From an optimization exercise on the open Yosys and OpenROAD flow, aimed at small area, a short achievable clock period and few clock cycles per item; shortcuts taken in it are not production practice. At most, simulation tests tie the RTL to the original design; equivalence was not proved.

## v6
==> flow/design.v (excerpt) <==
module muldiv_unit #(
    parameter int WIDTH     = 32,
    parameter int DIV_STEPS = 2
) (
    input  logic             clk,
    input  logic             reset,
    input  logic [3:0]       op,
    input  logic [WIDTH-1:0] src_a,
    input  logic [WIDTH-1:0] src_b,
    input  logic [1:0]       rd_sel,
    output logic             busy,
    output logic [WIDTH-1:0] result
);
Size in the first run: about 160 flip-flops, about 110 I/O pins.
export LEC_CHECK = 0
export ABC_AREA = 1
export CAP_MARGIN = 20
export CORE_MARGIN = 2
export CORE_UTILIZATION = 40
export SLEW_MARGIN = 20
create_clock -name core_clock -period 15.0 [get_ports {clk}]
standard.sh (not shown) runs the stock make flow with config.mk's settings and CLKGATE_MAP_FILE= SYNTH_SCRIPT=/design/flow/synth_recipe.tcl, a recipe that flattens the netlist after the stock synthesis.
==> flow/flow/run.sh <==
#!/bin/bash
# The standard layout (the standard.sh, unchanged synthesis and steps), except that the
# port buffers that global placement inserts on every input and output use a plain buf_2
# instead of the delay-cell buffer buffer_ports would otherwise pick.
set -euo pipefail
export BUFFER_PORTS_ARGS="-buffer_cell sky130_fd_sc_hd__buf_2"
bash standard.sh > standard.log 2>&1
Testbench counts of v6, summed over its fixed seeds: cycles 9,800, items 3,200.
Changes in v7 relative to v6:
# v6
export LEC_CHECK = 0
export ABC_AREA = 1
export CAP_MARGIN = 20
export CORE_MARGIN = 2
export CORE_UTILIZATION = 40
export SLEW_MARGIN = 20
create_clock -name core_clock -period 15.0 [get_ports {clk}]
# v7
export LEC_CHECK = 0
export ABC_AREA = 1
export CAP_MARGIN = 20
export CORE_MARGIN = 2
export CORE_UTILIZATION = 40
export SLEW_MARGIN = 55
create_clock -name core_clock -period 15.0 [get_ports {clk}]
Findings:
On shortest period the worst path allows, v6 loses to v7. There was hardly any difference in via count of the first global-routing pass between v6 and v7. Netlist area before placement came out exactly the same in v6 and v7. The area growth from synthesis to layout of v7 exceeds that of v6 by 0.22 points. v7 vs v6: total number of vias up slightly.

---

muldiv_unit, a different RTL version from the one above (not shown whole).
For scale: about 4500 cells after synthesis, ~170 flip-flops, ~110 I/O pins, roughly 0.033 mm² of cells after synthesis.
clock: 15.0 ns
lec_check: 0
abc_area: 1
cap_margin: 20
core_margin: 2
core_utilization: 40
place_density: 0.72
slew_margin: 55
synth_hierarchical: 1
Scripts as last shown in full above: flow/flow/run.sh
Testbench counts at the start, summed over its fixed seeds: cycles 9,800, items 3,200.
Rerun with:
--- a/flow/config.mk
+++ b/flow/config.mk
@@ -12,2 +12 @@
-export PLACE_DENSITY = 0.72
-export SLEW_MARGIN = 55
+export SLEW_MARGIN = 20
=> The changed run produced a clean layout; global-route usage rose by 0.15 points; design area decreases by 0.58%; core utilization came out lower by 0.25 points; synthesized cell count does not change; critical path depth is lower by 4; register-to-register slack got worse by 0.53 ns; clock skew barely changes; worst setup slack degrades by 0.53 ns.
Rerun with:
--- a/flow/config.mk
+++ b/flow/config.mk
@@ -8 +7,0 @@
-export ABC_AREA = 1
@@ -12 +11 @@
-export SLEW_MARGIN = 20
+export SLEW_MARGIN = 55
Design area came out higher slightly.
Via count went down by a few percent.
Worst setup slack gains 1.1 ns.
Flip-flop and latch count does not change.
Rerun with:
--- a/flow/config.mk
+++ b/flow/config.mk
@@ -7,0 +8 @@
+export ABC_AREA = 1
Outcome:
- global-route usage came out higher by 4.1 points
- non-clock buffer count came out lower by 41
- cell area came out lower by 1.4%

---

Starting RTL as in the previous note.
clock: 15.0 ns
lec_check: 0
abc_area: 1
cap_margin: 20
core_margin: 2
core_utilization: 40
slew_margin: 62
synth_hierarchical: 1
Scripts as last shown in full above: flow/flow/run.sh
The first run produced a clean layout.
Testbench counts at the start, summed over its fixed seeds: cycles 9,800, items 3,200.
Then changed:
--- a/flow/config.mk
+++ b/flow/config.mk
@@ -9 +9 @@
-export CAP_MARGIN = 20
+export CAP_MARGIN = 45
@@ -12 +12 @@
-export SLEW_MARGIN = 62
+export SLEW_MARGIN = 55
Outcome: The new run went through all stages and came out clean. Routed wire length rose by 0.39%. Utilization hardly moves.
Then changed:
--- a/flow/config.mk
+++ b/flow/config.mk
@@ -9 +9 @@
-export CAP_MARGIN = 45
+export CAP_MARGIN = 20
@@ -12 +12 @@
-export SLEW_MARGIN = 55
+export SLEW_MARGIN = 70
After rerunning: Wire length stays flat. Global-route usage stays flat. Maximum frequency increases by 3.1%. Final area increases by 2.3%. Worst hold slack gains 0.011 ns. Clock skew decreases by 0.0034 ns. Clock-buffer cell count stays the same.

---

## the previous run
muldiv_unit, a different RTL version from the one above (not shown whole).
Size: about 4,000 cells after synthesis, ~150 flip-flops.
export LEC_CHECK = 0
export ABC_AREA = 1
export CAP_MARGIN = 80
export CORE_MARGIN = 2
export CORE_UTILIZATION = 40
export SLEW_MARGIN = 80
create_clock -name core_clock -period 15.0 [get_ports {clk}]
run.sh (not shown) runs the stock make flow with config.mk's settings and CLKGATE_MAP_FILE= SYNTH_SCRIPT=/design/flow/synth_recipe.tcl, a recipe that flattens the netlist after the stock synthesis.
Stock flow here: none of the scripts above is used.
Testbench counts of the previous run, summed over its fixed seeds: cycles 13,426, items 3,200.
[inputs] the current run vs the previous run
==> flow/flow/run.sh (new file) <==
#!/bin/bash
# The standard layout (the standard.sh, unchanged synthesis and steps), except that the
# port buffers that global placement inserts on every input and output use a plain buf_2
# instead of the delay-cell buffer buffer_ports would otherwise pick.
set -euo pipefail
export BUFFER_PORTS_ARGS="-buffer_cell sky130_fd_sc_hd__buf_2"
bash standard.sh > standard.log 2>&1
==> flow/standard.sh (new file) <==
#!/bin/bash
# synth_recipe.tcl (not shown) runs the flow's synth.tcl, then flattens the netlist and writes it again
# the make line also repeats each setting of config.mk as NAME=value (left out here)
make -C /OpenROAD-flow-scripts/flow DESIGN_CONFIG=/design/flow/config.mk WORK_HOME=/design/flow/orfs CLKGATE_MAP_FILE= SYNTH_SCRIPT=/design/flow/synth_recipe.tcl "${@:-finish}"
--- a/flow/config.mk
+++ b/flow/config.mk
@@ -9 +9 @@
-export CAP_MARGIN = 80
+export CAP_MARGIN = 20
@@ -12 +12 @@
-export SLEW_MARGIN = 80
+export SLEW_MARGIN = 20
removed: flow/run.sh
[summary]
Going from the previous run to the current run, the final weighted congestion in routability-driven placement was found to have gone down by 2.9%. When the current run is measured against the previous run, its global-route wire length before repair turns out 1.8% lower. The current run -> the previous run: multi-input combinational cell count delta 0, exact match. The current run: area taken by flip-flops and latches lower than the previous run. Delta (the current run minus the previous run): core utilization of the finished layout decreased 5.2 points; final critical-path required period increased 0.37 ns. The current run against the previous run: die area saw little to no change.

---

muldiv_unit, a different RTL version from the one above (not shown whole).
Size: ~110 I/O pins, about 31000 um^2 of cells after synthesis.
export LEC_CHECK = 0
export ABC_AREA = 1
export CAP_MARGIN = 20
export CORE_MARGIN = 2
export CORE_UTILIZATION = 40
export SLEW_MARGIN = 20
export SYNTH_HIERARCHICAL = 1
create_clock -name core_clock -period 15.0 [get_ports {clk}]
standard.sh (not shown) runs the stock make flow with config.mk's settings and CLKGATE_MAP_FILE= SYNTH_SCRIPT=/design/flow/synth_recipe.tcl, a recipe that flattens the netlist after the stock synthesis.
==> flow/flow/run.sh <==
#!/bin/bash
# The standard layout (the standard.sh, unchanged synthesis and steps), except that the
# port buffers that global placement inserts on every input and output use a plain buf_2
# instead of the delay-cell buffer buffer_ports would otherwise pick.
set -euo pipefail
export BUFFER_PORTS_ARGS="-buffer_cell sky130_fd_sc_hd__buf_2"
bash standard.sh > standard.log 2>&1
The starting point ran to the end with no violations.
==> next run, changes <==
Settings changed: SLEW_MARGIN 20 to 55.
=> Final area went up slightly; worst hold slack improved by 0.0044 ns; first-iteration DRC count went down slightly; wire length is about the same.
No functional check of the RTL was part of any run of this note.

static timing again, ports no longer ideal:
No port has a modelled driver above. Below, the same layouts with a new extraction and two added sets of constraints. Step 1 (the two cells are an assumption about what drives the block):
set clk [get_ports {clk}]
set_driving_cell -lib_cell sky130_fd_sc_hd__clkbuf_16 $clk
set_driving_cell -lib_cell sky130_fd_sc_hd__buf_2 [delete_from_list [all_inputs] $clk]
Step 2, shift: input delay + t, output delay - t, t = (earliest + latest rising clock arrival at the registers) / 2. This alone moves slack from input paths to output paths. Three values: no drivers, after step 1, after step 2; two values: the first two.
| run | t (ns) | setup WS [ns] | hold WS [ns] | cell pins on the clock port's net |
|---|---|---|---|---|
| v6 | 0.534 | 7.215 / 7.215 / 7.215 | 0.583 / 0.583 / 0.583 | 1 |
| v7 | 0.536 | 7.513 / 7.513 / 7.513 | 0.582 / 0.582 / 0.582 | 1 |
| the first run of note 2 | 0.587 | 7.165 / 7.165 / 7.165 | 0.529 / 0.529 / 0.529 | 1 |
| the second run of note 2 | 0.582 | 6.637 / 6.637 / 6.637 | 0.549 / 0.549 / 0.549 | 1 |
| the third run of note 2 | 0.533 | 7.716 / 7.716 / 7.322 | 0.585 / 0.585 / 0.585 | 1 |
| the fourth run of note 2 | 0.577 | 7.556 / 7.537 / 7.132 | 0.550 / 0.550 / 0.550 | 1 |
| the first run of note 3 | 0.579 | 7.523 / 7.501 / 7.216 | 0.536 / 0.536 / 0.536 | 1 |
| the second run of note 3 | 0.576 | 7.484 / 7.463 / 7.077 | 0.537 / 0.537 / 0.537 | 1 |
| the third run of note 3 | 0.577 | 7.712 / 7.691 / 7.222 | 0.548 / 0.548 / 0.548 | 1 |
| the previous run | 0.538 | 7.116 / 7.093 / 7.093 | 0.499 / 0.499 / 0.499 | 1 |
| the current run | 0.541 | 6.749 / 6.749 / 6.749 | 0.491 / 0.491 / 0.491 | 1 |
| the first run of note 5 | 0.571 | 6.109 / 6.109 / 6.109 | 0.568 / 0.568 / 0.568 | 1 |
| the second run of note 5 | 0.570 | 6.920 / 6.920 / 6.920 | 0.572 / 0.572 / 0.572 | 1 |
After both steps every run listed still meets setup and hold. The setup slack of the third run of note 3, which loses most, moves by -0.021 ns with the drivers and by -0.490 ns with both steps.
